What follows belongs to an exercise in optimizing a design on an open flow for small area, a short achievable clock period and few clock cycles; a production flow would make more cautious choices.
Function was checked by simulation only, so behaviour that the tests miss may differ from the original.

## flow/config.mk

```make
export PLATFORM = sky130hd
export DESIGN_NAME = sha_accel_top
export DESIGN_NICKNAME = sha_accel_top
export VERILOG_FILES = /design/flow/design.v
export SDC_FILE = /design/flow/constraint.sdc
export NUM_CORES = 4
export LEC_CHECK = 0
export CAP_MARGIN = 20
export CORE_MARGIN = 2
export CORE_UTILIZATION = 40
export CTS_CLUSTER_DIAMETER = 70
export CTS_CLUSTER_SIZE = 24
export SETUP_SLACK_MARGIN = 5
export SLEW_MARGIN = 20
```

## flow/constraint.sdc

```tcl
create_clock -name core_clock -period 10.0 [get_ports {clk}]
set_input_delay 2.0000 -clock core_clock [delete_from_list [all_inputs] [get_ports {clk}]]
set_output_delay 2.0000 -clock core_clock [all_outputs]
set_load 0.01 [all_outputs]
```

## flow/design.v

```verilog
package sha_pkg;
    function automatic logic [31:0] bswap32(input logic [31:0] x);
        bswap32 = {x[7:0], x[15:8], x[23:16], x[31:24]};
    endfunction
    function automatic logic [31:0] rotr(input logic [31:0] x, input int n);
        rotr = (x >> n) | (x << (32 - n));
    endfunction
    function automatic logic [31:0] k_const(input logic [5:0] t);
        case (t)
            6'd0:  k_const = 32'h428a2f98; 6'd1:  k_const = 32'h71374491;
            6'd2:  k_const = 32'hb5c0fbcf; 6'd3:  k_const = 32'he9b5dba5;
            6'd4:  k_const = 32'h3956c25b; 6'd5:  k_const = 32'h59f111f1;
            6'd6:  k_const = 32'h923f82a4; 6'd7:  k_const = 32'hab1c5ed5;
            6'd8:  k_const = 32'hd807aa98; 6'd9:  k_const = 32'h12835b01;
            6'd10: k_const = 32'h243185be; 6'd11: k_const = 32'h550c7dc3;
            6'd12: k_const = 32'h72be5d74; 6'd13: k_const = 32'h80deb1fe;
            6'd14: k_const = 32'h9bdc06a7; 6'd15: k_const = 32'hc19bf174;
            6'd16: k_const = 32'he49b69c1; 6'd17: k_const = 32'hefbe4786;
            6'd18: k_const = 32'h0fc19dc6; 6'd19: k_const = 32'h240ca1cc;
            6'd20: k_const = 32'h2de92c6f; 6'd21: k_const = 32'h4a7484aa;
            6'd22: k_const = 32'h5cb0a9dc; 6'd23: k_const = 32'h76f988da;
            6'd24: k_const = 32'h983e5152; 6'd25: k_const = 32'ha831c66d;
            6'd26: k_const = 32'hb00327c8; 6'd27: k_const = 32'hbf597fc7;
            6'd28: k_const = 32'hc6e00bf3; 6'd29: k_const = 32'hd5a79147;
            6'd30: k_const = 32'h06ca6351; 6'd31: k_const = 32'h14292967;
            6'd32: k_const = 32'h27b70a85; 6'd33: k_const = 32'h2e1b2138;
            6'd34: k_const = 32'h4d2c6dfc; 6'd35: k_const = 32'h53380d13;
            6'd36: k_const = 32'h650a7354; 6'd37: k_const = 32'h766a0abb;
            6'd38: k_const = 32'h81c2c92e; 6'd39: k_const = 32'h92722c85;
            6'd40: k_const = 32'ha2bfe8a1; 6'd41: k_const = 32'ha81a664b;
            6'd42: k_const = 32'hc24b8b70; 6'd43: k_const = 32'hc76c51a3;
            6'd44: k_const = 32'hd192e819; 6'd45: k_const = 32'hd6990624;
            6'd46: k_const = 32'hf40e3585; 6'd47: k_const = 32'h106aa070;
            6'd48: k_const = 32'h19a4c116; 6'd49: k_const = 32'h1e376c08;
            6'd50: k_const = 32'h2748774c; 6'd51: k_const = 32'h34b0bcb5;
            6'd52: k_const = 32'h391c0cb3; 6'd53: k_const = 32'h4ed8aa4a;
            6'd54: k_const = 32'h5b9cca4f; 6'd55: k_const = 32'h682e6ff3;
            6'd56: k_const = 32'h748f82ee; 6'd57: k_const = 32'h78a5636f;
            6'd58: k_const = 32'h84c87814; 6'd59: k_const = 32'h8cc70208;
            6'd60: k_const = 32'h90befffa; 6'd61: k_const = 32'ha4506ceb;
            6'd62: k_const = 32'hbef9a3f7; default: k_const = 32'hc67178f2;
        endcase
    endfunction
    function automatic logic [31:0] k_next(input logic [5:0] t);
        case (t)
            6'd0: k_next = 32'h71374491;
            6'd1: k_next = 32'hb5c0fbcf;
            6'd2: k_next = 32'he9b5dba5;
            6'd3: k_next = 32'h3956c25b;
            6'd4: k_next = 32'h59f111f1;
            6'd5: k_next = 32'h923f82a4;
            6'd6: k_next = 32'hab1c5ed5;
            6'd7: k_next = 32'hd807aa98;
            6'd8: k_next = 32'h12835b01;
            6'd9: k_next = 32'h243185be;
            6'd10: k_next = 32'h550c7dc3;
            6'd11: k_next = 32'h72be5d74;
            6'd12: k_next = 32'h80deb1fe;
            6'd13: k_next = 32'h9bdc06a7;
            6'd14: k_next = 32'hc19bf174;
            6'd15: k_next = 32'he49b69c1;
            6'd16: k_next = 32'hefbe4786;
            6'd17: k_next = 32'h0fc19dc6;
            6'd18: k_next = 32'h240ca1cc;
            6'd19: k_next = 32'h2de92c6f;
            6'd20: k_next = 32'h4a7484aa;
            6'd21: k_next = 32'h5cb0a9dc;
            6'd22: k_next = 32'h76f988da;
            6'd23: k_next = 32'h983e5152;
            6'd24: k_next = 32'ha831c66d;
            6'd25: k_next = 32'hb00327c8;
            6'd26: k_next = 32'hbf597fc7;
            6'd27: k_next = 32'hc6e00bf3;
            6'd28: k_next = 32'hd5a79147;
            6'd29: k_next = 32'h06ca6351;
            6'd30: k_next = 32'h14292967;
            6'd31: k_next = 32'h27b70a85;
            6'd32: k_next = 32'h2e1b2138;
            6'd33: k_next = 32'h4d2c6dfc;
            6'd34: k_next = 32'h53380d13;
            6'd35: k_next = 32'h650a7354;
            6'd36: k_next = 32'h766a0abb;
            6'd37: k_next = 32'h81c2c92e;
            6'd38: k_next = 32'h92722c85;
            6'd39: k_next = 32'ha2bfe8a1;
            6'd40: k_next = 32'ha81a664b;
            6'd41: k_next = 32'hc24b8b70;
            6'd42: k_next = 32'hc76c51a3;
            6'd43: k_next = 32'hd192e819;
            6'd44: k_next = 32'hd6990624;
            6'd45: k_next = 32'hf40e3585;
            6'd46: k_next = 32'h106aa070;
            6'd47: k_next = 32'h19a4c116;
            6'd48: k_next = 32'h1e376c08;
            6'd49: k_next = 32'h2748774c;
            6'd50: k_next = 32'h34b0bcb5;
            6'd51: k_next = 32'h391c0cb3;
            6'd52: k_next = 32'h4ed8aa4a;
            6'd53: k_next = 32'h5b9cca4f;
            6'd54: k_next = 32'h682e6ff3;
            6'd55: k_next = 32'h748f82ee;
            6'd56: k_next = 32'h78a5636f;
            6'd57: k_next = 32'h84c87814;
            6'd58: k_next = 32'h8cc70208;
            6'd59: k_next = 32'h90befffa;
            6'd60: k_next = 32'ha4506ceb;
            6'd61: k_next = 32'hbef9a3f7;
            6'd62: k_next = 32'hc67178f2;
            default: k_next = 32'h428a2f98;
        endcase
    endfunction
endpackage
module csr_regs
(
    input  logic         clk,
    input  logic         areset,
    input  logic         csr_read,
    input  logic         csr_write,
    input  logic [3:0]   csr_address,
    input  logic [31:0]  csr_writedata,
    input  logic         data_ready,
    input  logic         done_status,
    input  logic [255:0] digest,
    output logic         start,
    output logic         data_go,
    output logic [25:0]  len_blocks,
    output logic [31:0]  csr_readdata,
    output logic         csr_waitrequest
);
    logic        wr_ctrl;
    logic        wr_data;
    logic        wr_len;
    logic        rd_dig;        
    logic [2:0]  rd_idx;        
    logic        hit;
    logic        rd_stall;
    logic        nxt_dig;
    logic [2:0]  nxt_idx;
    assign wr_ctrl = csr_write && (csr_address[1:0] == 2'd1);
    assign wr_data = csr_write && (csr_address[1:0] == 2'd2);
    assign wr_len  = csr_write && (csr_address[1:0] == 2'd3);
    assign start   = wr_ctrl && csr_writedata[4];
    assign data_go = wr_data && data_ready;
    always_ff @(posedge clk or posedge areset)
    begin
        if (areset)
            len_blocks <= '0;
        else if (wr_len)
            len_blocks <= csr_writedata[31:6];
    end
    assign hit = (csr_address[3] == rd_dig)
              && (!rd_dig || (csr_address[2:0] == rd_idx));
    assign rd_stall = csr_read && !hit;
    always_comb
    begin
        nxt_dig = rd_dig;
        nxt_idx = rd_idx;
        if (rd_stall)
        begin
            nxt_dig = csr_address[3];
            nxt_idx = csr_address[2:0];
        end
        else if (csr_read)
        begin
            if (rd_dig)
            begin
                nxt_dig = (rd_idx != 3'd7);
                nxt_idx = rd_idx + 3'd1;
            end
            else if (done_status)
            begin
                nxt_dig = 1'b1;
                nxt_idx = 3'd0;
            end
        end
    end
    always_ff @(posedge clk or posedge areset)
    begin
        if (areset)
        begin
            rd_dig <= 1'b0;
            rd_idx <= '0;
        end
        else
        begin
            rd_dig <= nxt_dig;
            rd_idx <= nxt_idx;
        end
    end
    always_comb
    begin
        if (rd_dig)
            csr_readdata = sha_pkg::bswap32(digest[32*rd_idx +: 32]);
        else
        begin
            csr_readdata = '0;
            csr_readdata[5] = done_status;
        end
    end
    assign csr_waitrequest = rd_stall || (wr_data && !data_ready);
endmodule
module block_assembler
(
    input  logic        clk,
    input  logic        areset,
    input  logic        start,
    input  logic        data_go,
    input  logic [25:0] len_blocks,
    output logic        data_ready,
    output logic        step_go,
    output logic [5:0]  step_t,
    output logic        use_pad,
    output logic [31:0] pad_word,
    output logic        round_go,
    output logic        chain,
    output logic        fin,
    output logic        done_status
);
    logic        busy, busy_n;
    logic        ended, ended_n;
    logic        pad, pad_n;
    logic        last_blk, last_blk_n;
    logic [5:0]  step_n;
    logic [25:0] blk_left, blk_n;
    logic        one_left, one_n;   
    logic        last_rnd;
    logic        chain_rnd;
    logic        staged;
    logic        done_next;
    logic        can_step;
    logic        msg_phase;
    assign can_step  = busy && (!ended || fin);
    assign msg_phase = !pad && (step_t[5:4] == 2'd0);
    assign step_go   = can_step && (msg_phase ? staged : 1'b1);
    logic [3:0] pad_idx;
    assign use_pad   = start ? (len_blocks == '0) : pad_n;
    assign pad_idx   = start ? 4'd0 : step_n[3:0];
    assign chain     = chain_rnd || fin;
    always_comb
    begin
        case (pad_idx)
            4'd0:    pad_word = 32'h8000_0000;
            4'd14:   pad_word = {29'b0, len_blocks[25:23]};
            4'd15:   pad_word = {len_blocks[22:0], 9'b0};
            default: pad_word = '0;
        endcase
    end
    always_comb
    begin
        busy_n     = busy;
        ended_n    = ended;
        pad_n      = pad;
        last_blk_n = last_blk;
        step_n     = step_t;
        blk_n      = blk_left;
        one_n      = one_left;
        if (fin)
        begin
            ended_n = 1'b0;
            if (last_blk)
                busy_n = 1'b0;
        end
        if (step_go)
        begin
            step_n = step_t + 6'd1;
            if (step_t == 6'd63)
            begin
                ended_n = 1'b1;
                if (pad)
                    last_blk_n = 1'b1;
                else
                begin
                    blk_n = blk_left - 26'd1;
                    one_n = (blk_left == 26'd2);
                    if (one_left)
                        pad_n = 1'b1;
                end
            end
        end
    end
    assign data_ready = busy && !pad
                     && ((can_step && ((step_t < 6'd15) || (step_t == 6'd15 && !staged)))
                         || last_rnd);
    assign done_next = !start && (done_status || (last_rnd && last_blk));
    always_ff @(posedge clk or posedge areset)
    begin
        if (areset)
        begin
            busy        <= 1'b0;
            last_rnd    <= 1'b0;
            chain_rnd   <= 1'b0;
            round_go    <= 1'b0;
            fin         <= 1'b0;
            staged      <= 1'b0;
            done_status <= 1'b0;
        end
        else
        begin
            busy        <= start || busy_n;
            done_status <= done_next;
            round_go    <= step_go;
            last_rnd    <= step_go && (step_t == 6'd63);
            chain_rnd   <= step_go && (step_t >= 6'd61);
            fin         <= last_rnd;
            staged      <= data_go;
        end
    end
    always_ff @(posedge clk)
    begin
        if (start)
        begin
            ended    <= 1'b0;
            pad      <= (len_blocks == '0);
            last_blk <= 1'b0;
            step_t   <= '0;
            blk_left <= len_blocks;
            one_left <= (len_blocks == 26'd1);
        end
        else
        begin
            ended    <= ended_n;
            pad      <= pad_n;
            last_blk <= last_blk_n;
            step_t   <= step_n;
            blk_left <= blk_n;
            one_left <= one_n;
        end
    end
endmodule
module sha256_core
(
    input  logic         clk,
    input  logic         start,
    input  logic         step_go,
    input  logic [5:0]   step_t,
    input  logic         use_pad,
    input  logic [31:0]  pad_word,
    input  logic [31:0]  bus_word,
    input  logic         round_go,
    input  logic         chain,
    input  logic         fin,
    output logic [255:0] digest
);
    localparam logic [255:0] IV = {
        32'h5be0cd19, 32'h1f83d9ab, 32'h9b05688c, 32'h510e527f,
        32'ha54ff53a, 32'h3c6ef372, 32'hbb67ae85, 32'h6a09e667
    };
    function automatic logic [63:0] csa(input logic [31:0] x, input logic [31:0] y,
                                        input logic [31:0] z);
        csa = {((x & y) | (x & z) | (y & z)) << 1, x ^ y ^ z};
    endfunction
    logic [15:0][31:0] w;       
    logic [31:0]       wn;      
    logic [31:0]       bus_q;   
    logic [31:0]       hkw;     
    logic [7:0][31:0]  wv;      
    logic [7:0][31:0]  hv;      
    logic [31:0] a, b, c, d, e, f, g, h;
    assign {h, g, f, e, d, c, b, a} = wv;
    logic [31:0] in_word;
    logic [31:0] s0w, s1w;
    logic [63:0] sc1, sc2;
    logic [63:0] hc1;
    logic [31:0] w_t;
    logic [31:0] sch_word;
    logic [31:0] h_in;
    logic        early;
    logic [31:0] k_t;
    assign early   = (step_t[5:4] == 2'd0);
    assign k_t     = sha_pkg::k_const(step_t);
    assign in_word = bus_q;
    assign s0w = sha_pkg::rotr(w[2], 7) ^ sha_pkg::rotr(w[2], 18) ^ (w[2] >> 3);
    assign s1w = sha_pkg::rotr(w[15], 17) ^ sha_pkg::rotr(w[15], 19) ^ (w[15] >> 10);
    assign sc1 = csa(w[1], w[10], s0w);
    assign sc2 = csa(sc1[31:0], sc1[63:32], s1w);
    assign sch_word = sc2[31:0] + sc2[63:32];
    assign h_in = round_go ? g : (fin ? hv[6] : h);
    assign w_t = early ? in_word : wn;
    assign hc1 = csa(h_in, k_t, w_t);
    always_ff @(posedge clk)
        bus_q <= use_pad ? pad_word : sha_pkg::bswap32(bus_word);
    always_ff @(posedge clk)
    begin
        if (step_go)
        begin
            w   <= {w_t, w[15:1]};
            wn  <= sch_word;
            hkw <= hc1[31:0] + hc1[63:32];
        end
    end
    logic [31:0] bs0, bs1, ch, maj;
    logic [63:0] re1, re2, ra1, ra2, ra3;
    logic [31:0] a_new, e_new;
    assign bs0 = sha_pkg::rotr(a, 2) ^ sha_pkg::rotr(a, 13) ^ sha_pkg::rotr(a, 22);
    assign bs1 = sha_pkg::rotr(e, 6) ^ sha_pkg::rotr(e, 11) ^ sha_pkg::rotr(e, 25);
    assign ch  = (e & f) ^ (~e & g);
    assign maj = (a & b) ^ (a & c) ^ (b & c);
    assign re1 = csa(hkw, ch, d);
    assign re2 = csa(re1[31:0], re1[63:32], bs1);
    assign e_new = re2[31:0] + re2[63:32];
    assign ra1 = csa(hkw, ch, maj);
    assign ra2 = csa(ra1[31:0], ra1[63:32], bs0);
    assign ra3 = csa(ra2[31:0], ra2[63:32], bs1);
    assign a_new = ra3[31:0] + ra3[63:32];
    logic [31:0] ha_sum, he_sum;
    logic [7:0][31:0] hv_rot;
    logic        first;
    logic [1:0]  cstep;
    logic [31:0] ha_old, he_old;
    always_comb
    begin
        case (cstep)
            2'd0:    begin ha_old = IV[32*3 +: 32]; he_old = IV[32*7 +: 32]; end
            2'd1:    begin ha_old = IV[32*2 +: 32]; he_old = IV[32*6 +: 32]; end
            2'd2:    begin ha_old = IV[32*1 +: 32]; he_old = IV[32*5 +: 32]; end
            default: begin ha_old = IV[32*0 +: 32]; he_old = IV[32*4 +: 32]; end
        endcase
        if (!first)
        begin
            ha_old = hv[3];
            he_old = hv[7];
        end
    end
    always_ff @(posedge clk)
    begin
        if (start)
        begin
            first <= 1'b1;
            cstep <= 2'd0;
        end
        else if (chain)
        begin
            cstep <= cstep + 2'd1;
            if (fin)
                first <= 1'b0;
        end
    end
    assign ha_sum = ha_old + a;
    assign he_sum = he_old + e;
    assign hv_rot = {hv[6], hv[5], hv[4], he_sum, hv[2], hv[1], hv[0], ha_sum};
    always_ff @(posedge clk)
    begin
        if (round_go)
            wv <= {g, f, e, e_new, c, b, a, a_new};
        else if (fin)
            wv <= hv_rot;
        else if (start)
            wv <= IV;
        if (chain)
            hv <= hv_rot;
    end
    assign digest = hv;
endmodule
module sha_accel_top
(
    input  logic        clk,
    input  logic        areset,
    input  logic        csr_read,
    input  logic        csr_write,
    input  logic [3:0]  csr_address,
    input  logic [31:0] csr_writedata,
    output logic [31:0] csr_readdata,
    output logic        csr_waitrequest
);
    logic         start;
    logic         data_go;
    logic         data_ready;
    logic [25:0]  len_blocks;
    logic         done_status;
    logic [255:0] digest;
    logic         step_go;
    logic [5:0]   step_t;
    logic         use_pad;
    logic [31:0]  pad_word;
    logic         round_go;
    logic         chain;
    logic         fin;
    csr_regs u_csr (
        .clk             (clk),
        .areset          (areset),
        .csr_read        (csr_read),
        .csr_write       (csr_write),
        .csr_address     (csr_address),
        .csr_writedata   (csr_writedata),
        .data_ready      (data_ready),
        .done_status     (done_status),
        .digest          (digest),
        .start           (start),
        .data_go         (data_go),
        .len_blocks      (len_blocks),
        .csr_readdata    (csr_readdata),
        .csr_waitrequest (csr_waitrequest)
    );
    block_assembler u_asm (
        .clk         (clk),
        .areset      (areset),
        .start       (start),
        .data_go     (data_go),
        .len_blocks  (len_blocks),
        .data_ready  (data_ready),
        .step_go     (step_go),
        .step_t      (step_t),
        .use_pad     (use_pad),
        .pad_word    (pad_word),
        .round_go    (round_go),
        .chain       (chain),
        .fin         (fin),
        .done_status (done_status)
    );
    sha256_core u_core (
        .clk      (clk),
        .start    (start),
        .step_go  (step_go),
        .step_t   (step_t),
        .use_pad  (use_pad),
        .pad_word (pad_word),
        .bus_word (csr_writedata),
        .round_go (round_go),
        .chain    (chain),
        .fin      (fin),
        .digest   (digest)
    );
endmodule
```

## flow/run.sh

```bash
#!/bin/bash
# synth_recipe.tcl (not shown) runs the flow's synth.tcl, then flattens the netlist and writes it again
# the make line also repeats each setting of config.mk as NAME=value (left out here)
make -C /OpenROAD-flow-scripts/flow DESIGN_CONFIG=/design/flow/config.mk WORK_HOME=/design/flow/orfs CLKGATE_MAP_FILE= SYNTH_SCRIPT=/design/flow/synth_recipe.tcl finish
```

==> flow_metrics.env, run 1 <==
export IMPL_status="timing/DRC/antenna clean"
export IMPL_antenna_found_initial=4
export IMPL_drive_gt1_frac=0.153
export IMPL_synth_async_sr_flop_share=0.0318
export IMPL_post_drt_wl_per_cell_um=26.3
export IMPL_synthAdderAreaFrac=0.126
export IMPL_first_pass_iters=6
export IMPL_synthSimpleGateAreaFrac=0.0619
export IMPL_hpwlAfterDp_mm=134
export IMPL_path_clk_slew_ns=0.09
export IMPL_portBuffers=72
export IMPL_route_met3_wl_mm=13.9
export IMPL_max_freq_mhz=195
export IMPL_cts_inserted_buffers=82
export IMPL_place_congestion=0.938
export IMPL_rsz0062_at_grt="true"
export IMPL_synth_xor_area_frac=0.0618
export IMPL_clock_sinks=1164
export IMPL_yosysUniqueCellTypes=99
export IMPL_cpMaxStageDelayCell="mux4_2"
export IMPL_crit_path_start="u_csr.rd_idx[0]"
export IMPL_hold_viol=0
export IMPL_layout_nets=5628
export IMPL_netlist_area_leader_share=0.515
export IMPL_worst_pin_slew_ns=1.24
export IMPL_synth_top_cells_by_area="edfxtp_1 (51%), fa_1 (7.9%), xnor2_1 (4.9%)"
export IMPL_path_class="reg -> out"
export IMPL_cts_max_path_buffers=3
export IMPL_cts_root_buf="clkbuf_16"
export IMPL_synth_ff_type="edfxtp_1"
export IMPL_grt_pass1_wl_mm=274
export IMPL_drtIter0Drc=4389
export IMPL_cp_endpoint="csr_readdata[23]"
export IMPL_ys_seq_area_frac=0.543
export IMPL_max_cap_violations=0
export IMPL_crit_path_end_kind="primary output"
export IMPL_grt_usage=0.232
export IMPL_r2r_cells=16
export IMPL_antenna_cells=0
export IMPL_r2r_start="u_core.wv[135]"
export IMPL_pre_cts_ws_ns=3.37
export IMPL_max_stage_delay_ns=0.65
export IMPL_synth_area_um2=63200
export IMPL_synth_mux_area_frac=0.0501
export IMPL_core_area_um2=157000
export IMPL_ys_warn_count=3
export IMPL_drc=0
export IMPL_crit_arrival_ns=3.12
export IMPL_netlist_instances=4930
export IMPL_finalSetupViolations=0
export IMPL_crit_chain="buf_16 > mux4_2 > mux2i_4 > nor2b_1 > clkdlybuf4s50_1"
export IMPL_h_tree_depth=3
export IMPL_wl_met2_mm=86.5
export IMPL_grt_pass1_vias=39451
export IMPL_postSynthAreaPerCell_um2=12.8
export IMPL_clock_skew_ns=0.0620
export IMPL_dieArea_um2=161000
export IMPL_top_layer="met5"
export IMPL_crit_fanout=11
export IMPL_synth_top_cell_by_area="edfxtp_1"
export IMPL_ant_nets=0
export IMPL_ys_ff_latch=1164
export IMPL_initial_core_util=0.404
export IMPL_max_slew_margin=0.163
export IMPL_num_io_pins=73
export IMPL_setup_ws_ns=4.88
export IMPL_grt_ovfl_total=0
export IMPL_synth_fp_nets=5448
export IMPL_hp_class="reg -> reg"
export IMPL_clock_latency_ns=0.73
export IMPL_met1_length_mm=84.0
export IMPL_viasPerCell=5.64
export IMPL_die_w_um=401
export IMPL_routed_wl_mm=190
export IMPL_worstSetupStartpointType="register"
export IMPL_synth_compound_area_frac=0.117
export IMPL_placementRows=145
export IMPL_post_route_min_period_ns=5.12
export IMPL_slew_viol_final=0
export IMPL_cp_required_ns=8.00
export IMPL_syn_to_final_growth_pct=14.6
export IMPL_regToRegSetupSlack_ns=4.92
export IMPL_timing_rr_end="u_core.wv[31]"
export IMPL_vias=40756
export IMPL_synth_edf_count=1083
export IMPL_finalCritPeriodShare=0.512
export IMPL_setup_tns_ns=0
export IMPL_grt_max_degree=209
export IMPL_synth_top_family_by_area="adder cells"
export IMPL_cts_tree="built"
export IMPL_dieHeight_um=401
[cell families after synthesis]
kind of cell | after synthesis
AO/OA/AOI/OAI | 1111
XOR/XNOR | 444
adder cells (fa/ha/maj) | 487
buffers and inverters | 665
flip-flops | 1164
multiplexers | 221
AND/OR/NAND/NOR | 838
[through the flow]
stage / utilization / std cells / hold slack, ns / instance area, um^2
3_5_place_dp: 0.423 / 6904 / 0.405 / 66300
5_1_grt: 0.463 / 7227 / 0.410 / 72400
4_1_cts: 0.456 / 7162 / 0.404 / 71400
3_3_place_gp: 0.423 / 6904 / 0.400 / 66300
6_report: 0.463 / 7227 / 0.405 / 72400
2_1_floorplan: - / 4930 / 0.375 / 63200
[worst min path at each step]
stage              startpoint             to  cells after the start
2_1_floorplan  u_asm.last_rnd      u_asm.fin                      0
3_3_place_gp    u_core.w[189]  u_core.w[157]                      0
3_5_place_dp    u_core.w[146]  u_core.w[114]                      0
4_1_cts         u_core.w[455]  u_core.w[423]                      0
5_1_grt         u_core.w[387]  u_core.w[355]                      0
6_report        u_core.w[367]  u_core.w[335]                      0
[synth_stat cells, types with 23 or more instances]
master	number
a211oi_1	27
a21o_1	96
a21oi_1	285
a22o_1	116
a31oi_1	23
buf_1	25
clkbuf_1	187
dfrtp_1	37
dfxtp_1	44
edfxtp_1	1083
fa_1	250
ha_1	228
inv_1	439
mux2_2	50
mux2i_1	100
mux4_2	71
nand2_1	253
nand2b_1	47
nand3_1	45
nor2_1	273
nor2b_1	60
nor3_1	43
o211ai_1	23
o21a_1	42
o21ai_0	257
o22a_1	52
o31ai_1	24
xnor2_1	355
xor2_1	88
[routing by layer]
layer | up-vias | global-route usage
met1 | 20867 | 0.335
met3 | 239 | 0.0388
li1 | 18170 | -
met5 | - | 0
met4 | 2 | 0.0668
met2 | 1478 | 0.361
[cell type report]
class	instances	area (um^2)
Fill cell	13969	84100
Inverter	445	1710
Clock buffer	91	2110
Sequential cell	1164	34400
Multi-Input combinational cell	3101	27800
Tap cell	2058	2570
Timing Repair Buffer	316	3140
Clock inverter	52	749
[registers in the layout, indices dropped and copies added, names as in the netlist, 2 cells and up]
register / cells
u_csr.rd_idx: 3
u_core.hkw: 32
u_core.bus_q: 32
u_asm.blk_left: 26
u_core.wn: 32
u_core.cstep: 2
u_asm.step_t: 6
u_core.w: 480
u_core.hv: 256
u_core.wv: 256
u_csr.len_blocks: 26
[what timing repair did]
item                                    in CTS  in global routing
setup buffers                              108                 64
gates cloned                                 7                  0
endpoints found under the hold margin        0                  0
gates resized for setup                    278                136
hold buffers                                 0                  0
pin swaps                                   59                 76
endpoints found under the setup margin      92                 64
[layout by cell type, fill, tap and decap left out, drive strengths merged, types with 11 or more instances in the layout]
cell and instances:
nor2 274, nand2b 47, dfxtp 44, clkinv 31, o211ai 24, nand3 45, o21bai 21, nand4 14
or2 11, nor2b 60, o22a 52, o21ai 272, a21o 96, and2 11, a22o 116, inv 454
a21oi 287, and3 18, xnor2 355, edfxtp 1083, fa 250, mux2i 100, mux2 50, a211oi 30
o31ai 25, nor3 44, dfrtp 37, ha 228, o22ai 17, o21a 42, clkdlybuf4s50 56, xor2 88
nor4 16, clkbuf 96, a31oi 24, buf 241, mux4 71, nand2 254
[worst max-delay path, delay by kind of cell, from the launching register on]
family,cells,cell delay [ns]
buf+inv,2,0.70
flops,1,0.61
mux,2,0.96
simple gates,1,0.09
Testbench counts, summed over its fixed seeds: cycles 27,660.
==> inputs of run 2 (changes only) <==
--- a/flow/config.mk
+++ b/flow/config.mk
@@ -14 +14,2 @@
 export SLEW_MARGIN = 20
+export TNS_END_PERCENT = 20
==> run 2 against run 1 <==
Net effect:
- sequential share of layout area increased by 0.19 points
- final area is 0.39% lower
- critical path type is now reg -> reg
- critical endpoint is now u_core.wv[31]
==> flow_metrics.env, run 2 <==
export IMPL_status="timing/DRC/antenna clean"
export IMPL_worstSetupStartpointType="register"
export IMPL_synth_most_common_cell="edfxtp_1"
export IMPL_cts_inserted_buffers=82
export IMPL_hp_start="u_core.w[205]"
export IMPL_antenna_found_initial=5
export IMPL_crit_arrival_ns=5.64
export IMPL_cts_root_buf="clkbuf_16"
export IMPL_synth_top_cell_by_area="edfxtp_1"
export IMPL_grt_ovfl_total=0
export IMPL_crit_fanout=4
export IMPL_grt_max_degree=190
export IMPL_core_area_um2=157000
export IMPL_utilization=0.461
export IMPL_hp_class="reg -> reg"
export IMPL_rsz0062_at_grt="true"
export IMPL_die_w_um=401
export IMPL_synth_area_um2=63200
export IMPL_hold_depth=0
export IMPL_synth_commonest_cells="edfxtp_1 (1083), inv_1 (439), xnor2_1 (355), a21oi_1 (285), nor2_1 (273)"
export IMPL_synth_ff_type="edfxtp_1"
export IMPL_holdPathEnd="u_core.w[173]"
export IMPL_ys_ff_latch=1164
export IMPL_slew_viol_final=0
export IMPL_post_drt_wl_per_cell_um=25.8
export IMPL_setup_tns_ns=0
export IMPL_placementRows=145
export IMPL_ys_seq_area_frac=0.543
export IMPL_path_class="reg -> reg"
export IMPL_r2r_cells=16
export IMPL_syn_to_final_growth_pct=14.2
export IMPL_cts_hold_buf=0
export IMPL_max_slew_margin=0.187
export IMPL_ant_nets=0
export IMPL_path_clk_slew_ns=0.09
export IMPL_place_congestion=0.918
export IMPL_grt_usage=0.228
export IMPL_hold_viol=0
export IMPL_synth_edf_count=1083
export IMPL_vias=40521
export IMPL_portBuffers=72
export IMPL_drive_gt1_frac=0.150
export IMPL_dieArea_um2=161000
export IMPL_layout_top_registers="u_core.w: 480 flops, u_core.hv: 256 flops, u_core.wv: 256 flops"
export IMPL_h_tree_depth=3
export IMPL_cts_max_path_buffers=3
export IMPL_worst_pin_slew_ns=1.18
export IMPL_yosysUniqueCellTypes=99
export IMPL_ys_warn_count=3
export IMPL_first_pass_iters=5
export IMPL_max_cap_violations=0
export IMPL_cp_required_ns=10.48
export IMPL_drc=0
export IMPL_grt_pass1_wl_mm=272
export IMPL_r2r_start="u_core.wv[136]"
export IMPL_post_route_min_period_ns=5.16
export IMPL_clock_skew_ns=0.0550
export IMPL_dieHeight_um=401
export IMPL_crit_path_end_kind="register"
export IMPL_timing_rr_end="u_core.wv[31]"
export IMPL_drtIter0Drc=4009
export IMPL_netlist_instances=4930
export IMPL_largest_register_ffs=480
export IMPL_synth_fp_nets=5448
export IMPL_num_io_pins=73
export IMPL_initial_core_util=0.404
export IMPL_synth_top_cells_by_area="edfxtp_1 (51%), fa_1 (7.9%), xnor2_1 (4.9%)"
export IMPL_final_cell_mix="edfxtp_1 (1083), inv_1 (426), xnor2_1 (337)"
export IMPL_synth_async_sr_flop_share=0.0318
export IMPL_max_freq_mhz=194
export IMPL_postSynthAreaPerCell_um2=12.8
export IMPL_grt_pass1_vias=39833
export IMPL_finalSetupViolations=0
export IMPL_mostFrequentLayoutCell="edfxtp_1"
export IMPL_finalCritPeriodShare=0.516
export IMPL_clock_latency_ns=0.73
export IMPL_clock_sinks=1164
export IMPL_routed_wl_mm=186
export IMPL_cts_tree="built"
export IMPL_fillers=13979
export IMPL_layout_nets=5611
export IMPL_hpwlAfterDp_mm=133
export IMPL_regToRegSetupSlack_ns=4.84
export IMPL_viasPerCell=5.62
export IMPL_regMostFlops="u_core.w"
export IMPL_netlist_area_leader_share=0.515
## run 2: cell counts after synthesis
No cell type changed its count.
## run 2: routing by layer
metal	up-vias	GRT usage	part of all wire
met5	-	0	0
met4	0	0.0835	0.040
met3	259	0.0277	0.060
met2	1357	0.350	0.45
met1	20785	0.333	0.45
li1	18120	-	-
## run 2: layout make-up
cell class | count | area [um^2] | share of cell area
Inverter | 445 | 1710 | 0.0238
Sequential cell | 1164 | 34400 | 0.476
Clock inverter | 56 | 843 | 0.0117
Antenna cell | 2 | 5.00 | 0.0000694
Timing Repair Buffer | 299 | 2870 | 0.0397
Tap cell | 2058 | 2570 | 0.0357
Multi-Input combinational cell | 3101 | 27700 | 0.384
Clock buffer | 91 | 2100 | 0.0290
## run 2: cell families after synthesis
group,count (synthesis),share of synthesized area
and+or+nand+nor,838,0.0619
adders and majority gates,487,0.126
buffers and inverters,665,0.0401
xor gates and xnor gates,444,0.0618
DFF,1164,0.543
muxes,221,0.0501
AOI/OAI and AO/OA,1111,0.117
## run 2: worst max path at each step
stage,startpoint,endpoint,slack [ns],cells after the start
final,u_core.wv[136],u_core.wv[31],4.84,16
after global routing,u_core.wv[7],u_core.wv[31],4.72,17
after CTS,u_core.wv[129],u_core.wv[31],4.81,20
after detailed placement,u_asm.step_t[0],u_core.hkw[29],3.41,23
after global placement,u_asm.step_t[0],u_core.hkw[29],3.47,23
after floorplan,u_asm.fin,u_core.bus_q[11],0.24,10
## run 2: what timing repair did
item,in CTS,in global routing
gates resized for setup,220,168
pin swaps,35,86
setup buffers,90,62
setup endpoints to repair,170,145
cloned,5,0
## run 2: worst max-delay path, stage by stage (launching register included)
cell and delay, ns:
edfxtp_1 0.50, mux2i_4 0.38, fa_1 0.47, fa_1 0.49, fa_1 0.51, inv_2 0.04, ha_4 0.15, or4_4 0.54
o221a_4 0.28, nand2_4 0.08, a31oi_4 0.10, o41a_4 0.43, a41oi_4 0.26, o211ai_2 0.14, mux2i_1 0.13, o21ai_1 0.18
a21bo_1 0.22
## run 2: metrics by stage
| step | instances | worst slack, ns | hold slack, ns | area [um^2] |
|---|---|---|---|---|
| after detailed placement | 6910 | 3.41 | 0.405 | 66300 |
| after CTS | 7152 | 4.81 | 0.410 | 70900 |
| final | 7216 | 4.84 | 0.409 | 72200 |
| after global placement | 6910 | 3.47 | 0.400 | 66300 |
| after floorplan | 4930 | 0.236 | 0.375 | 63200 |
| after global routing | 7214 | 4.72 | 0.418 | 72100 |
==> inputs of run 3 (changes only) <==
--- a/flow/config.mk
+++ b/flow/config.mk
@@ -12,4 +12,4 @@
 export CTS_CLUSTER_SIZE = 24
+export PLACE_DENSITY = 0.75
 export SETUP_SLACK_MARGIN = 5
 export SLEW_MARGIN = 20
-export TNS_END_PERCENT = 20
==> run 3 against run 2 <==
Net effect:
- still clean on timing, DRC and antenna
- via count up 2.4%
- global-route usage down 0.29 points
- count of clock-buffer cells in the layout down 3
- clock skew down 0.00054 ns
- register-to-register slack worse by 0.11 ns
- sequential cell count unchanged
- sequential share of layout area up 0.11 points
- worst hold slack worse by 0.0023 ns
- largest cell class unchanged
==> flow_metrics.env, run 3 <==
export IMPL_placementRows=145
export IMPL_cts_max_path_buffers=3
export IMPL_num_io_pins=73
export IMPL_synth_top_cells_by_area="edfxtp_1 (51%), fa_1 (7.9%), xnor2_1 (4.9%)"
export IMPL_max_freq_mhz=190
export IMPL_routed_wl_mm=186
export IMPL_synth_fp_nets=5448
export IMPL_ys_seq_area_frac=0.543
export IMPL_crit_arrival_ns=5.76
export IMPL_synth_top_family_by_area="adder cells"
export IMPL_antenna_found_initial=3
export IMPL_largest_register_ffs=480
export IMPL_grt_pass1_wl_mm=270
export IMPL_hp_class="reg -> reg"
export IMPL_crit_fanout=2
export IMPL_clock_skew_ns=0.0544
export IMPL_synth_most_common_cell="edfxtp_1"
export IMPL_ys_ff_latch=1164
export IMPL_postSynthAreaPerCell_um2=12.8
export IMPL_dieHeight_um=401
export IMPL_crit_path_end_kind="register"
export IMPL_first_pass_iters=6
export IMPL_synth_area_um2=63200
export IMPL_regMostFlops="u_core.w"
export IMPL_grt_ovfl_total=0
export IMPL_vias=41513
export IMPL_post_drt_wl_per_cell_um=25.7
export IMPL_drc=0
export IMPL_yosysUniqueCellTypes=99
export IMPL_cts_root_buf="clkbuf_16"
export IMPL_grt_pass1_vias=40879
export IMPL_place_area_um2=66200
export IMPL_hold_viol=0
export IMPL_finalSetupViolations=0
export IMPL_synth_top_cell_by_area="edfxtp_1"
export IMPL_layout_nets=5630
export IMPL_worstSetupStartpointType="register"
export IMPL_ys_warn_count=3
export IMPL_synth_commonest_cells="edfxtp_1 (1083), inv_1 (439), xnor2_1 (355), a21oi_1 (285), nor2_1 (273)"
export IMPL_clock_latency_ns=0.75
export IMPL_final_cell_mix="edfxtp_1 (1083), inv_1 (427), xnor2_1 (343)"
export IMPL_synth_ff_type="edfxtp_1"
export IMPL_synth_edf_count=1083
export IMPL_max_slew_margin=0.299
export IMPL_setup_tns_ns=0
export IMPL_syn_to_final_growth_pct=13.9
export IMPL_viasPerCell=5.75
export IMPL_slew_viol_final=0
export IMPL_synthSimpleGateAreaFrac=0.0619
export IMPL_worst_pin_slew_ns=1.05
export IMPL_cts_inserted_buffers=77
export IMPL_ant_nets=0
export IMPL_fin_area_um2=72000
export IMPL_synth_async_sr_flop_share=0.0318
export IMPL_initial_core_util=0.404
export IMPL_hpwlAfterDp_mm=131
export IMPL_grt_usage=0.225
export IMPL_grt_max_degree=116
export IMPL_dieArea_um2=161000
export IMPL_core_area_um2=157000
export IMPL_clock_sinks=1164
export IMPL_portBuffers=72
export IMPL_mostFrequentLayoutCell="edfxtp_1"
export IMPL_die_w_um=401
export IMPL_max_cap_violations=0
export IMPL_cp_required_ns=10.50
export IMPL_cts_tree="built"
export IMPL_netlist_area_leader_share=0.515
export IMPL_rsz0062_at_grt="true"
export IMPL_place_congestion=0.968
export IMPL_synth_xor_area_frac=0.0618
export IMPL_post_route_min_period_ns=5.27
export IMPL_netlist_instances=4930
export IMPL_path_clk_slew_ns=0.10
export IMPL_synth_mux_area_frac=0.0501
export IMPL_layout_top_registers="u_core.w: 480 flops, u_core.hv: 256 flops, u_core.wv: 256 flops"
export IMPL_cts_hold_buf=0
export IMPL_drive_gt1_frac=0.142
export IMPL_synthAdderAreaFrac=0.126
export IMPL_hold_ws_ns=0.407
export IMPL_drtIter0Drc=4841
export IMPL_synth_compound_area_frac=0.117
export IMPL_finalCritPeriodShare=0.527
export IMPL_h_tree_depth=3
export IMPL_path_class="reg -> reg"
export IMPL_status="timing/DRC/antenna clean"
## run 3: changes by cell type in the layout (fill, tap and decap cells not counted), sizes merged, moves of 6 or more
cell           previous run  this run
clkdlybuf4s50            53        36
inv                     456       464
clkdlybuf4s15             1         7
dlygate4sd2              15        24
clkinv                   37        19
buf                     224       248
## run 3: repair_timing
item,4_1_cts,5_1_grt
resized for setup,272,111
setup buffers,128,53
gates cloned,7,1
setup endpoints to repair,95,59
pin swaps,64,68
## run 3: final cells by class
type                    count  area (um^2)
clock buffers              88         2060
inverters                 445         1710
diodes                      1         2.50
flip-flops and latches   1164        34400
multi-input cells        3102        27500
clock inverters            45          569
repair buffers            322         3170
well taps                2058         2570
fillers                 13612        84600
## run 3: critical path, cell delays in order (launching register included)
cell,delay (ns)
edfxtp_1,0.55
mux2i_4,0.45
fa_1,0.48
fa_1,0.48
fa_1,0.51
inv_2,0.05
ha_4,0.15
or4_4,0.49
o221a_4,0.28
nand2_4,0.09
a31oi_4,0.09
o41a_4,0.42
a41oi_4,0.25
o211ai_2,0.16
mux2i_1,0.15
o21ai_1,0.19
a21bo_1,0.22
## run 3: worst paths after layout
path / startpoint / endpoint / slack [ns] / depth (start not counted)
worst min-delay path: u_core.w[427] / u_core.w[395] / 0.41 / 0
worst min register to register: u_core.w[427] / u_core.w[395] / 0.41 / 0
max in group asynchronous: areset / u_csr.rd_idx[2] / 7.81 / 3
min in group asynchronous: areset / u_csr.rd_idx[0] / 1.72 / 3
worst max-delay path: u_core.wv[136] / u_core.wv[31] / 4.73 / 16
worst max register to register: u_core.wv[136] / u_core.wv[31] / 4.73 / 16
## run 3: kinds of logic after synthesis
| group | count (synthesis) |
|---|---|
| muxes | 221 |
| adders and majority gates | 487 |
| xor gates and xnor gates | 444 |
| AOI/OAI and AO/OA | 1111 |
| and+or+nand+nor | 838 |
| DFF | 1164 |
| buffers and inverters | 665 |
## run 3: stage by stage
| step | instances | util | worst slack, ns |
|---|---|---|---|
| floorplan | 4930 | - | 0.236 |
| global placement | 6900 | 0.423 | 3.28 |
| detailed placement | 6900 | 0.423 | 3.29 |
| CTS | 7168 | 0.454 | 4.78 |
| global route | 7224 | 0.460 | 4.66 |
| finish | 7225 | 0.460 | 4.73 |
## run 3: metal layers
metal / track usage / share of wire / wire [um] / vias up
met5: 0 / 0.00014 / 26 / -
met4: 0.0916 / 0.048 / 8880 / 4
met3: 0.0392 / 0.083 / 15500 / 418
met2: 0.368 / 0.47 / 88000 / 2068
met1: 0.297 / 0.39 / 73200 / 20848
li1: - / - / - / 18175
==> inputs of run 4 (changes only) <==
--- a/flow/config.mk
+++ b/flow/config.mk
@@ -9,6 +9,6 @@
 export CORE_MARGIN = 2
-export CORE_UTILIZATION = 40
+export CORE_UTILIZATION = 50
 export CTS_CLUSTER_DIAMETER = 70
 export CTS_CLUSTER_SIZE = 24
-export PLACE_DENSITY = 0.75
+export PLACE_DENSITY = 0.7
 export SETUP_SLACK_MARGIN = 5
==> run 4 against run 3 <==
Net effect:
- critical path depth unchanged
- synthesized area is the same
- via count decreased by 0.68%
- sequential cell count did not move
- final cell count down 5.8%
- still clean on timing, DRC and antenna
- synthesized cell count is the same
- count of clock-buffer cells in the layout up 4
- largest cell class unchanged
- worst setup slack better by 0.14 ns
- register-to-register slack gained 0.14 ns
- highest routed layer is now met4
- wire length decreased by 1.9%
==> flow_metrics.env, run 4 <==
export IMPL_synth_ff_type="edfxtp_1"
export IMPL_initial_core_util=0.503
export IMPL_dieArea_um2=129000
export IMPL_netlist_instances=4930
export IMPL_path_clk_slew_ns=0.09
export IMPL_yosysUniqueCellTypes=99
export IMPL_synth_edf_count=1083
export IMPL_dieHeight_um=359
export IMPL_status="timing/DRC/antenna clean"
export IMPL_worst_pin_slew_ns=1.14
export IMPL_mostFrequentLayoutCell="edfxtp_1"
export IMPL_cts_hold_buf=0
export IMPL_max_slew_margin=0.217
export IMPL_grt_pass1_wl_mm=264
export IMPL_max_cap_violations=0
export IMPL_final_cell_mix="edfxtp_1 (1083), inv_1 (426), xnor2_1 (337)"
export IMPL_netlist_area_leader_share=0.515
export IMPL_die_w_um=359
export IMPL_post_drt_wl_per_cell_um=26.7
export IMPL_dp_cells=6487
export IMPL_drive_gt1_frac=0.147
export IMPL_finalSetupViolations=0
export IMPL_path_class="reg -> reg"
export IMPL_grt_max_degree=206
export IMPL_synth_top_cells_by_area="edfxtp_1 (51%), fa_1 (7.9%), xnor2_1 (4.9%)"
export IMPL_cts_inserted_buffers=84
export IMPL_first_pass_iters=6
export IMPL_synth_fp_nets=5448
export IMPL_antenna_found_initial=3
export IMPL_layout_top_registers="u_core.w: 480 flops, u_core.hv: 256 flops, u_core.wv: 256 flops"
export IMPL_routed_wl_mm=182
export IMPL_setup_tns_ns=0
export IMPL_crit_arrival_ns=5.60
export IMPL_place_congestion=0.975
export IMPL_worstSetupStartpointType="register"
export IMPL_clock_skew_ns=0.0673
export IMPL_cts_max_path_buffers=3
export IMPL_clock_sinks=1164
export IMPL_max_freq_mhz=195
export IMPL_synth_commonest_cells="edfxtp_1 (1083), inv_1 (439), xnor2_1 (355), a21oi_1 (285), nor2_1 (273)"
export IMPL_clock_latency_ns=0.75
export IMPL_viasPerCell=6.06
export IMPL_ys_seq_area_frac=0.543
export IMPL_utilization=0.573
export IMPL_postSynthAreaPerCell_um2=12.8
export IMPL_rsz0062_at_grt="true"
export IMPL_cts_tree="built"
export IMPL_grt_usage=0.277
export IMPL_synth_most_common_cell="edfxtp_1"
export IMPL_largest_register_ffs=480
export IMPL_fin_cells=6807
export IMPL_placementRows=130
export IMPL_num_io_pins=73
export IMPL_portBuffers=72
export IMPL_synth_top_cell_by_area="edfxtp_1"
export IMPL_layout_nets=5609
export IMPL_cts_root_buf="clkbuf_16"
export IMPL_h_tree_depth=3
export IMPL_crit_path_end_kind="register"
export IMPL_hpwlAfterDp_mm=128
export IMPL_cp_required_ns=10.47
export IMPL_syn_to_final_growth_pct=13.8
export IMPL_hold_viol=0
export IMPL_drtIter0Drc=4801
export IMPL_ys_warn_count=3
export IMPL_post_route_min_period_ns=5.13
export IMPL_synth_async_sr_flop_share=0.0318
export IMPL_drc=0
export IMPL_hp_class="reg -> reg"
export IMPL_finalCritPeriodShare=0.513
export IMPL_fillers=10078
export IMPL_ys_ff_latch=1164
export IMPL_slew_viol_final=0
export IMPL_grt_pass1_vias=38995
export IMPL_core_area_um2=126000
export IMPL_synth_area_um2=63200
export IMPL_ant_nets=0
export IMPL_grt_ovfl_total=0
export IMPL_vias=41232
export IMPL_regMostFlops="u_core.w"
export IMPL_crit_fanout=4
-- run 4: cell type report --
class	instances	area, um^2	area share
repair buffers	295	3030	0.0422
clock buffers	92	2180	0.0304
flip-flops and latches	1164	34400	0.478
well taps	1650	2060	0.0287
diodes	1	2.50	0.0000348
clock inverters	59	861	0.0120
multi-input cells	3101	27700	0.385
inverters	445	1710	0.0238
-- run 4: through the flow --
stage,area (um^2),hold WS [ns],setup slack (ns)
4_1_cts,71000,0.404,4.87
3_3_place_gp,65700,0.400,3.54
2_1_floorplan,63200,0.375,0.236
3_5_place_dp,65700,0.405,3.45
6_report,71900,0.413,4.87
5_1_grt,71900,0.424,4.74
-- run 4: what timing repair did --
| action | 4_1_cts | 5_1_grt |
|---|---|---|
| cloned | 6 | 1 |
| setup buffers | 117 | 43 |
| gates resized for setup | 260 | 153 |
| pin swaps | 56 | 56 |
| setup endpoints to repair | 87 | 49 |
| hold endpoints to repair | 0 | 0 |
-- run 4: kinds of logic (layout without fill, tap and decap cells) --
| group | after synthesis | in the layout | synth area share |
|---|---|---|---|
| AOI/OAI and AO/OA | 1111 | 1111 | 0.117 |
| xor gates and xnor gates | 444 | 444 | 0.0618 |
| adders and majority gates | 487 | 487 | 0.126 |
| buffers and inverters | 665 | 891 | 0.0401 |
| DFF | 1164 | 1164 | 0.543 |
| muxes | 221 | 221 | 0.0501 |
| other | 0 | 1 | 0 |
| and+or+nand+nor | 838 | 838 | 0.0619 |
-- run 4: critical path, stage by stage (launching register included) --
cell	delay (ns)
edfxtp_1	0.51
mux2i_4	0.26
fa_1	0.57
fa_1	0.44
fa_1	0.51
inv_1	0.06
ha_4	0.17
or4_4	0.49
o221a_4	0.29
nand2_4	0.08
a31oi_4	0.09
o41a_4	0.41
a41oi_4	0.28
o211ai_2	0.14
mux2i_1	0.14
o21ai_1	0.19
a21bo_1	0.23
-- run 4: path summary, 6_finish.rpt --
path                                         to           start  cells after the start  slack, ns
hold reg to reg                   u_core.w[274]   u_core.w[306]                      0       0.41
setup reg to reg                  u_core.wv[31]  u_core.wv[136]                     16       4.87
hold / removal                    u_core.w[274]   u_core.w[306]                      0       0.41
max in group asynchronous  u_csr.len_blocks[20]          areset                      3       7.83
min in group asynchronous       u_asm.chain_rnd          areset                      3       1.72
setup / recovery                  u_core.wv[31]  u_core.wv[136]                     16       4.87
-- run 4: metal layers --
layer,vias to the layer above,track usage,part of all wire
met2,1827,0.421,0.45
met1,20949,0.408,0.43
met4,0,0.0846,0.034
met5,-,0,0
met3,290,0.0510,0.086
li1,18166,-,-

-- what the ideal ports hide --
How much do the figures lean on ideal ports? The routed layouts below were timed once more, with nothing changed but the port constraints. Step 1 assumes that a clkbuf_16 drives the clock port and a buf_2 every other input. Step 2 also shifts input and output timing later by t, the mid clock arrival at the registers, as if the neighbouring blocks saw the same clock. a / b / c = ideal / step 1 / step 2; a / b = the first two.
run | t, ns | setup WS [ns] | hold slack, ns | worst register clock-pin slew, ns
run 1 | 0.787 | 4.878 / 4.794 / 4.732 | 0.405 / 0.405 / 0.405 | 0.10 / 0.10
run 2 | 0.787 | 4.843 / 4.804 / 4.843 | 0.409 / 0.409 / 0.409 | 0.10 / 0.10
run 3 | 0.796 | 4.735 / 4.735 / 4.735 | 0.407 / 0.407 / 0.407 | 0.10 / 0.10
run 4 | 0.793 | 4.870 / 4.870 / 4.870 | 0.413 / 0.413 / 0.413 | 0.10 / 0.10
After both steps every run listed still meets setup and hold. The setup slack of run 1, which loses most, moves by -0.084 ns with the drivers and by -0.146 ns with both steps.
